This design comes from an exercise in tuning for small area, a short achievable clock period and few clock cycles on the open sky130 flow, not from production work.
Only simulation tests tie the RTL to the original design; equivalence was not proved.
Power is estimated from default activity; no workload was simulated.

===== flow/config.mk =====
export PLATFORM = sky130hd
export DESIGN_NAME = sparse_fmap_loader
export DESIGN_NICKNAME = sparse_fmap_loader
export VERILOG_FILES = /design/flow/design.v
export SDC_FILE = /design/flow/constraint.sdc
export NUM_CORES = 4
export LEC_CHECK = 0
export CAP_MARGIN = 20
export CORE_MARGIN = 2
export CORE_UTILIZATION = 40
export SLEW_MARGIN = 20

===== flow/constraint.sdc =====
create_clock -name core_clock -period 5.5 [get_ports {clk}]
set_input_delay 1.1000 -clock core_clock [delete_from_list [all_inputs] [get_ports {clk}]]
set_output_delay 1.1000 -clock core_clock [all_outputs]
set_load 0.01 [all_outputs]

===== flow/design.v =====
package fmap_pkg;
    localparam int PIXEL_W    = 16;
    localparam int MAP_W      = 16;
    localparam int SEG_PIXELS = 16;   
    localparam int MEM_ADDR_W = 32;
    localparam int MEM_DATA_W = 32;
    localparam int PX_ADDR_W  = 20;
    localparam int LEN_W      = 4;    
    typedef logic [PIXEL_W-1:0]    pixel_t;
    typedef logic [MEM_DATA_W-1:0] mem_word_t;
    typedef logic [MEM_ADDR_W-1:0] mem_addr_t;
    typedef logic [PX_ADDR_W-1:0]  px_addr_t;
    typedef logic [MAP_W-1:0]      sparsity_map_t;
    typedef logic [4:0] pop_count_t;
    typedef logic [8:0] dim_t;
    typedef logic [9:0] fmap_cnt_t;
endpackage
`timescale 1ns/100ps
module sync_fifo #(
    parameter int  WIDTH     = 8,
    parameter int  DEPTH     = 8
) (
    input  logic     clk,
    input  logic     rst_n,
    input  logic     push,
    input  logic [WIDTH-1:0] push_data,
    input  logic     pop,
    output logic [WIDTH-1:0] pop_data,
    output logic     empty
);
    localparam int AW = $clog2(DEPTH);
    logic [WIDTH-1:0] mem [DEPTH];
    logic [AW-1:0]  wr_ptr;
    logic [AW-1:0]  rd_ptr;
    logic [AW:0]    count;
    logic           do_push;
    logic           do_pop;
    assign empty    = (count == '0);
    assign do_push  = push && (count != (AW+1)'(DEPTH));
    assign do_pop   = pop && !empty;
    assign pop_data = mem[rd_ptr];   
    always_ff @(posedge clk) begin
        if (do_push) mem[wr_ptr] <= push_data;
    end
    always_ff @(posedge clk or negedge rst_n) begin
        if (!rst_n) begin
            wr_ptr <= '0;
            rd_ptr <= '0;
            count  <= '0;
        end else begin
            if (do_push) wr_ptr <= (wr_ptr == AW'(DEPTH-1)) ? '0 : wr_ptr + 1'b1;
            if (do_pop) rd_ptr <= (rd_ptr == AW'(DEPTH-1)) ? '0 : rd_ptr + 1'b1;
            count <= count + (AW+1)'(do_push) - (AW+1)'(do_pop);
        end
    end
endmodule
`timescale 1ns/100ps
module popcount_unit (
    input  logic                    clk,
    input  logic                    rst_n,
    input  logic                    map_load,
    input  fmap_pkg::sparsity_map_t map_in,
    output logic                    pop_done,
    output fmap_pkg::pop_count_t    pop_count
);
    fmap_pkg::sparsity_map_t map_q;
    logic [1:0]              left;
    function automatic logic [2:0] ones4(input logic [3:0] n);
        ones4 = 3'(n[0]) + 3'(n[1]) + 3'(n[2]) + 3'(n[3]);
    endfunction
    always_ff @(posedge clk) begin
        if (map_load) map_q <= map_in << 4;
        else if (left != 2'd0) map_q <= map_q << 4;
    end
    always_ff @(posedge clk or negedge rst_n) begin
        if (!rst_n) begin
            left      <= '0;
            pop_done  <= 1'b0;
            pop_count <= '0;
        end else begin
            pop_done <= 1'b0;
            if (map_load) begin
                pop_count <= {2'b00, ones4(map_in[fmap_pkg::MAP_W-1 -: 4])};
                left      <= 2'd3;
            end else if (left != 2'd0) begin
                pop_count <= pop_count + {2'b00, ones4(map_q[fmap_pkg::MAP_W-1 -: 4])};
                left      <= left - 1'b1;
                pop_done  <= (left == 2'd1);   
            end
        end
    end
endmodule
`timescale 1ns/100ps
module pixel_expander (
    input  logic                    clk,
    input  logic                    rst_n,
    input  logic                    map_load,
    input  fmap_pkg::sparsity_map_t map_in,
    input  logic                    expand_start,
    input  fmap_pkg::mem_word_t     word_data,
    input  logic                    word_empty,
    output logic                    word_pop,
    output logic                    pixel_push,
    output fmap_pkg::pixel_t        pixel_out,
    output logic                    expand_done
);
    fmap_pkg::sparsity_map_t map_sr;
    logic [4:0]              cnt;     
    logic                    half;    
    logic                    active;
    logic                    last;
    logic                    bit_set;
    logic                    need_pop;
    assign active  = (cnt != 5'd0);
    assign last    = (cnt == 5'd1);
    assign bit_set = map_sr[fmap_pkg::MAP_W-1];   
    always_comb begin
        pixel_out = '0;
        if (bit_set) begin
            pixel_out = half ? word_data[2*fmap_pkg::PIXEL_W-1 -: fmap_pkg::PIXEL_W]
                             : word_data[fmap_pkg::PIXEL_W-1:0];
        end
    end
    assign need_pop   = last ? (bit_set || half) : (bit_set && half);
    assign word_pop   = active && need_pop && !word_empty;
    assign pixel_push = active;
    always_ff @(posedge clk) begin
        if (map_load) map_sr <= map_in;
        else if (active) map_sr <= map_sr << 1;
    end
    always_ff @(posedge clk or negedge rst_n) begin
        if (!rst_n) begin
            cnt         <= '0;
            half        <= 1'b0;
            expand_done <= 1'b0;
        end else begin
            expand_done <= active && last;
            if (expand_start) begin
                cnt  <= 5'(fmap_pkg::SEG_PIXELS);
                half <= 1'b0;
            end else if (active) begin
                cnt <= cnt - 1'b1;
                if (bit_set) half <= ~half;
            end
        end
    end
endmodule
`timescale 1ns/100ps
module position_tracker (
    input  logic                 clk,
    input  logic                 rst_n,
    input  logic                 start,
    input  fmap_pkg::dim_t       cfg_width,
    input  fmap_pkg::dim_t       cfg_height,
    input  fmap_pkg::fmap_cnt_t  cfg_num_fmap,
    input  logic                 seg_done,
    output fmap_pkg::px_addr_t   px_addr,
    output logic                 row_end,
    output logic                 frame_end,
    output logic                 track_write,
    output fmap_pkg::px_addr_t   track_din
);
    fmap_pkg::dim_t                   width_q;
    fmap_pkg::dim_t                   height_q;
    fmap_pkg::fmap_cnt_t              num_fmap_q;
    fmap_pkg::dim_t                   col;
    fmap_pkg::dim_t                   row;
    fmap_pkg::fmap_cnt_t              fmap;
    logic [9:0]                       col_sum;   
    logic                             col_wrap;
    logic                             fmap_wrap;
    assign col_sum   = {1'b0, col} + 10'(fmap_pkg::SEG_PIXELS);
    assign col_wrap  = col_sum >= {1'b0, width_q};
    assign fmap_wrap = col_wrap && (fmap + 1'b1 == num_fmap_q);
    assign row_end   = seg_done && fmap_wrap;
    assign frame_end = (row + 1'b1 == height_q);   
    assign track_write = row_end;
    assign track_din   = px_addr + 20'(fmap_pkg::SEG_PIXELS);
    always_ff @(posedge clk or negedge rst_n) begin
        if (!rst_n) begin
            width_q    <= '0;
            height_q   <= '0;
            num_fmap_q <= '0;
            col        <= '0;
            row        <= '0;
            fmap       <= '0;
            px_addr    <= '0;
        end else if (start) begin
            width_q    <= cfg_width;
            height_q   <= cfg_height;
            num_fmap_q <= cfg_num_fmap;
            col        <= '0;
            row        <= '0;
            fmap       <= '0;
            px_addr    <= '0;
        end else if (seg_done) begin
            px_addr <= track_din;
            col     <= col_wrap ? '0 : col_sum[8:0];
            if (fmap_wrap) begin
                fmap <= '0;
                row  <= row + 1'b1;
            end else if (col_wrap) begin
                fmap <= fmap + 1'b1;
            end
        end
    end
endmodule
`timescale 1ns/100ps
module decode_ctrl (
    input  logic                        clk,
    input  logic                        rst_n,
    input  logic                        start,
    input  fmap_pkg::mem_addr_t         cfg_read_addr,
    input  logic                        mem_grant,
    input  logic                        mem_vld,
    input  logic                        mem_fin,
    input  logic                        px_grant,
    input  logic                        pop_done,
    input  fmap_pkg::pop_count_t        pop_count,
    input  logic                        expand_done,
    input  logic                        row_end,
    input  logic                        frame_end,
    output logic                        mem_req,
    output fmap_pkg::mem_addr_t         mem_addr,
    output logic [fmap_pkg::LEN_W-1:0]  mem_len,
    output logic                        map_load,
    output logic                        word_push,
    output logic                        expand_start,
    output logic                        px_req,
    output logic                        px_wr_vld,
    output logic                        px_pop,
    output logic                        seg_done,
    output logic                        busy,
    output logic                        done
);
    typedef enum logic [3:0] {
        S_IDLE, S_MAP_REQ, S_MAP_WAIT, S_POP_WAIT, S_PIX_REQ,
        S_PIX_WAIT, S_EXPAND, S_PX_REQ, S_BURST, S_ADVANCE
    } state_t;
    state_t                       state;
    logic [fmap_pkg::LEN_W-1:0]   pix_words;
    logic [$clog2(fmap_pkg::SEG_PIXELS)-1:0] beat;
    fmap_pkg::pop_count_t         pop_round;
    assign pop_round = pop_count + 5'd1;   
    assign mem_req      = (state == S_MAP_REQ) || (state == S_PIX_REQ);
    assign mem_len      = (state == S_PIX_REQ) ? pix_words
                                               : {{(fmap_pkg::LEN_W-1){1'b0}}, 1'b1};
    assign map_load     = (state == S_MAP_WAIT) && mem_vld;
    assign word_push    = (state == S_PIX_WAIT) && mem_vld;
    assign expand_start = ((state == S_POP_WAIT) && pop_done && (pop_count == '0)) ||
                          ((state == S_PIX_WAIT) && mem_vld && mem_fin);
    assign px_req       = (state == S_PX_REQ);
    assign px_wr_vld    = (state == S_BURST);
    assign px_pop       = (state == S_BURST);
    assign seg_done     = (state == S_ADVANCE);
    assign busy         = (state != S_IDLE);
    assign done         = seg_done && row_end && frame_end;
    always_ff @(posedge clk or negedge rst_n) begin
        if (!rst_n) begin
            state     <= S_IDLE;
            mem_addr  <= '0;
            pix_words <= '0;
            beat      <= '0;
        end else begin
            case (state)
                S_IDLE: if (start) begin
                    mem_addr <= cfg_read_addr;
                    state    <= S_MAP_REQ;
                end
                S_MAP_REQ: if (mem_grant) state <= S_MAP_WAIT;
                S_MAP_WAIT: if (mem_vld) begin
                    mem_addr <= mem_addr + 32'(4);   
                    state    <= S_POP_WAIT;
                end
                S_POP_WAIT: if (pop_done) begin
                    pix_words <= pop_round[4:1];
                    state     <= (pop_count == '0) ? S_EXPAND : S_PIX_REQ;
                end
                S_PIX_REQ: if (mem_grant) state <= S_PIX_WAIT;
                S_PIX_WAIT: if (mem_vld && mem_fin) begin
                    mem_addr <= mem_addr + 32'({pix_words, 2'b00});
                    state    <= S_EXPAND;
                end
                S_EXPAND: if (expand_done) state <= S_PX_REQ;
                S_PX_REQ: if (px_grant) begin
                    beat  <= '0;
                    state <= S_BURST;
                end
                S_BURST: begin
                    beat <= beat + 1'b1;
                    if (&beat) state <= S_ADVANCE;   
                end
                S_ADVANCE: state <= done ? S_IDLE : S_MAP_REQ;
                default: state <= S_IDLE;
            endcase
        end
    end
endmodule
`timescale 1ns/100ps
module sparse_fmap_loader #(
    parameter int WORD_FIFO_DEPTH = 8
) (
    input  logic                         clk,
    input  logic                         rst_n,
    input  logic                         start,
    input  fmap_pkg::mem_addr_t          cfg_read_addr,
    input  fmap_pkg::dim_t               cfg_width,
    input  fmap_pkg::dim_t               cfg_height,
    input  fmap_pkg::fmap_cnt_t          cfg_num_fmap,
    output logic                         mem_req,
    output fmap_pkg::mem_addr_t          mem_addr,
    output logic [fmap_pkg::LEN_W-1:0]   mem_len,
    input  logic                         mem_grant,
    input  fmap_pkg::mem_word_t          mem_din,
    input  logic                         mem_vld,
    input  logic                         mem_fin,
    output logic                         px_req,
    input  logic                         px_grant,
    output fmap_pkg::px_addr_t           px_addr,
    output logic                         px_wr_vld,
    output fmap_pkg::pixel_t             px_dout,
    output logic                         track_write,
    output fmap_pkg::px_addr_t           track_din,
    output logic                         busy,
    output logic                         done
);
    logic                   map_load;
    logic                   pop_done;
    fmap_pkg::pop_count_t   pop_count;
    logic                   word_push;
    logic                   word_pop;
    logic                   word_empty;
    fmap_pkg::mem_word_t    word_data;
    logic                   expand_start;
    logic                   expand_done;
    logic                   pixel_push;
    fmap_pkg::pixel_t       pixel_out;
    logic                   px_pop;
    logic                   seg_done;
    logic                   row_end;
    logic                   frame_end;
    fmap_pkg::sparsity_map_t map_in;
    assign map_in = mem_din[fmap_pkg::MEM_DATA_W-1 -: fmap_pkg::MAP_W];   
    decode_ctrl i_decode_ctrl (
        .clk, .rst_n, .start, .cfg_read_addr,
        .mem_grant, .mem_vld, .mem_fin, .px_grant,
        .pop_done, .pop_count, .expand_done, .row_end, .frame_end,
        .mem_req, .mem_addr, .mem_len, .map_load, .word_push, .expand_start,
        .px_req, .px_wr_vld, .px_pop, .seg_done, .busy, .done
    );
    popcount_unit i_popcount_unit (
        .clk, .rst_n, .map_load, .map_in, .pop_done, .pop_count
    );
    sync_fifo #(
        .WIDTH     (fmap_pkg::MEM_DATA_W),
        .DEPTH     (WORD_FIFO_DEPTH)
    ) i_word_fifo (
        .clk, .rst_n,
        .push      (word_push),
        .push_data (mem_din),
        .pop       (word_pop),
        .pop_data  (word_data),
        .empty     (word_empty)
    );
    pixel_expander i_pixel_expander (
        .clk, .rst_n, .map_load, .map_in, .expand_start, .word_data, .word_empty,
        .word_pop, .pixel_push, .pixel_out, .expand_done
    );
    sync_fifo #(
        .WIDTH     (fmap_pkg::PIXEL_W),
        .DEPTH     (fmap_pkg::SEG_PIXELS)
    ) i_pixel_fifo (
        .clk, .rst_n,
        .push      (pixel_push),
        .push_data (pixel_out),
        .pop       (px_pop),
        .pop_data  (px_dout),
        .empty     ()
    );
    position_tracker i_position_tracker (
        .clk, .rst_n, .start, .cfg_width, .cfg_height, .cfg_num_fmap, .seg_done,
        .px_addr, .row_end, .frame_end, .track_write, .track_din
    );
endmodule

===== flow/run.sh =====
#!/bin/bash
# synth_recipe.tcl (not shown) runs the flow's synth.tcl, then flattens the netlist and writes it again
# the make line also repeats each setting of config.mk as NAME=value (left out here)
make -C /OpenROAD-flow-scripts/flow DESIGN_CONFIG=/design/flow/config.mk WORK_HOME=/design/flow/orfs CLKGATE_MAP_FILE= SYNTH_SCRIPT=/design/flow/synth_recipe.tcl finish

==> summary.txt <==
-- worst min-delay path: stages (launching register included) --
cell	delay, ns
dfrtp_1	0.34
nand2_1	0.05
o211ai_1	0.07
-- metrics by stage --
stage	total power, mW	setup WS [ns]	utilization	cells	cell area (µm²)
floorplan	11.02	1.364	-	1955	29670
global placement	12.81	1.362	0.4466	3038	32700
detailed placement	12.99	1.233	0.4466	3038	32700
CTS	18.16	0.5643	0.4811	3172	35220
global route	18.93	0.3081	0.4812	3173	35230
finish	17.93	0.6021	0.4812	3174	35230
-- sequential cells by signal, summed over array words and instances, names as in the netlist, 5 cells and up --
| signal | flops |
|---|---|
| i_word_fifo.mem | 256 |
| i_position_tracker.row | 9 |
| i_position_tracker.col | 5 |
| i_position_tracker.fmap | 10 |
| i_pixel_fifo.mem | 256 |
| i_position_tracker.px_addr | 16 |
| i_popcount_unit.pop_count | 5 |
| i_pixel_fifo.count | 5 |
| i_position_tracker.width_q | 9 |
| i_pixel_expander.cnt | 5 |
| i_position_tracker.num_fmap_q | 10 |
| i_pixel_expander.map_sr | 16 |
| i_position_tracker.height_q | 9 |
| i_popcount_unit.map_q | 12 |
| i_decode_ctrl.mem_addr | 32 |
-- Yosys cell counts (44+ instances only) --
library cell | instances | area share
clkbuf_1 | 60 | 0.0076
nor2_1 | 85 | 0.011
nand2_1 | 174 | 0.022
nand3_1 | 44 | 0.0074
a21oi_1 | 93 | 0.016
mux4_2 | 112 | 0.085
mux2i_1 | 57 | 0.019
ha_1 | 48 | 0.020
o21ai_0 | 95 | 0.016
inv_1 | 56 | 0.0071
edfxtp_1 | 540 | 0.55
dfrtp_1 | 150 | 0.13
-- logic make-up (layout without fill, tap and decap cells) --
family,after synthesis,in the layout,share of synthesized area
muxes,212,212,0.1207
xor gates and xnor gates,73,73,0.02182
AOI/OAI and AO/OA,309,309,0.06382
other,1,10,0.0001265
buffers and inverters,160,418,0.02266
adders and majority gates,55,55,0.02465
DFF,690,690,0.6736
and+or+nand+nor,448,448,0.07264
-- per-layer routing --
layer	track usage	vias up	share of wire
met1	0.2301	8706	0.43
met2	0.2934	402	0.50
met4	0.05044	14	0.020
met5	0	-	0.0012
met3	0.03127	95	0.049
li1	-	7853	-
-- final cells by class --
class | count | share of cell area
Antenna cell | 2 | 0.0001421
Clock buffer | 98 | 0.05772
Clock inverter | 36 | 0.01396
Inverter | 56 | 0.005967
Multi-Input combinational cell | 1105 | 0.2588
Sequential cell | 690 | 0.5672
Tap cell | 959 | 0.03406
Timing Repair Buffer | 228 | 0.06219
-- power groups by stage --
stage               Combinational (mW)  Clock (mW)  Sequential [mW]
finish                            5.06        5.13             7.74
global route                      5.59        5.46             7.87
CTS                               5.15        5.26             7.75
detailed placement                5.13           0             7.86
global placement                  4.99           0             7.81
floorplan                         3.60           0             7.42
-- worst paths after layout --
kind / from / cells after the start / to / slack (ns)
max: i_position_tracker.col[4] / 10 / done / 0.60
min: i_popcount_unit.left[1] / 2 / i_popcount_unit.left[1] / 0.50
max reg2reg: i_decode_ctrl.state[0] / 12 / i_decode_ctrl.mem_addr[31] / 2.07
min reg2reg: i_popcount_unit.left[1] / 2 / i_popcount_unit.left[1] / 0.50
max in group asynchronous: rst_n / 2 / i_pixel_fifo.rd_ptr[0] / 3.82
min in group asynchronous: rst_n / 1 / i_decode_ctrl.mem_addr[25] / 0.52
==> impl_metrics.tcl <==
set metrics [dict create \
    status "no timing/DRC/antenna violations" \
    synth_seq_cells 690 \
    top_level_ports 197 \
    grt_pass1_vias 17397 \
    ys_seq_area_frac 0.6736 \
    drv_slew 0 \
    cts.sinks 690 \
    syn_area_um2 29640 \
    tightest_slew_ns 1.023 \
    route.detailed.drc 0 \
    hold_buffers 0 \
    p_sw_mw 5.561 \
    multi_input_area_um2 9116 \
    die_h_um 276.2 \
    numCtsBuffers 73 \
    synth.distinct_cells 70 \
    overflow 0 \
    cp_num_buf_inv 1 \
    postCtsSetupRepairBufs 0 \
    power_leakage_nw 12.44 \
    viasPerCell 5.378 \
    seqPwrFrac 0.432 \
    detailedRoute.firstPassIterationCount 7 \
    post-route-period-util 0.8905 \
    post_cts_resized 0 \
    syn_avg_cell_area_um2 15.22 \
    area_delta_synth_final_pct 18.83 \
    critPathCaptureType "output pin" \
    htree_levels 3 \
    final_common_cell "edfxtp_1" \
    final_cell_mix "540 x edfxtp_1, 186 x clkdlybuf4s50_1, 174 x nand2_1" \
    final_antenna_net_count 0 \
    netlist_instances 1948 \
    path_cells "ha_1, nand3_1, xnor2_1, ha_1, nand3_1, o211ai_2, nor4b_4, nand3_2, nor3_1, clkdlybuf4s50_1" \
    p_comb_frac 0.282 \
    initial_utilization 0.4049 \
    grt_first_pass_wirelength_um 103300 \
    layout-drive-gt1-share 0.1559 \
    report.final.setup_viol 0 \
    cpLargestDelayFamily "simple AND/OR/NAND/NOR gates" \
    insertion_delay_ns 0.63 \
    tns_ns 0 \
    critPathSlowestCell "clkdlybuf4s50_1" \
    synthArstFlopShare 0.2174 \
    crit_required_ns 4.40 \
    cellPowerDensity_nw_per_um2 509.0 \
    crit_path_start_kind "flop" \
    intPower_mw 12.37 \
    wl_per_cell_um 21.00 \
    hold_class "flop to flop" \
    finClkSkew_ns 0.04336 \
    criticalPathCategory "flop to output pin" \
    row_count 99 \
    relSlewSlack 0.3177 \
    fmax_mhz 204.2 \
    critical_path_arrival_ns 3.80 \
    ys.flop_type "edfxtp_1" \
    die_area_um2 76310 \
    drt_iter0_drc 1294 \
    n_fill_cell 6130 \
    fin_nets 2307 \
    io_buffers 188 \
    gp_congestion 0.8334 \
    cts_buffer_depth 3 \
    hold_violations 0 \
    ff_latch_area_um2 19980 \
    cpPeakStageDelay_ns 0.59 \
    antenna_found_initial 9 \
    whs_ns 0.4999 \
    cts_tree "done" \
    grt_max_degree 74 \
    swShare 0.3101 \
    yosys_warnings 6 \
    fin_crit_ns 4.898 \
    rsz0062_at_grt "no" \
    hpwlAfterDp_um 42520 \
    max-vdd-ir-drop_mv 0.2951 \
    vias 17070 \
    wl_um 66650 \
    p_clk_frac 0.286 \
    drv_cap 0 \
    cts.clk_slew.worst_paths_ns 0.06 \
    die_w_um 276.2 \
    core_area_um2 73210 \
    grt_usage 0.1736 \
    root_buffer "clkbuf_16" \
    synth_enable_flop_cells 540 \
    cp_max_fo 16 \
]
Testbench counts, summed over its fixed seeds: cycles 104,188.

re-timing with driven ports:
No port has a modelled driver above. Below, the same layout with a new extraction and two added sets of constraints.
Step 1: set_driving_cell puts a clkbuf_16 on clk and a buf_2 on each other input, an assumption about the parent block.
Step 2 moves the port delays by t, midway between the first and last clock arrival at a register: inputs arrive t later, outputs are due t later. That takes back most of the time a late clock gives input paths.
Three values: ideal ports, drivers, drivers and shift; two values: the first two.
t, ns: 0.677
setup WS [ns]: 0.602 / 0.534 / 1.211
slew at the worst register clock pin (ns): 0.06 / 0.06
worst slew at a driven data input, ns: 0.08
After both steps setup and hold are still met in this run. The setup slack of this run moves by -0.068 ns with the drivers and by +0.609 ns with both steps.
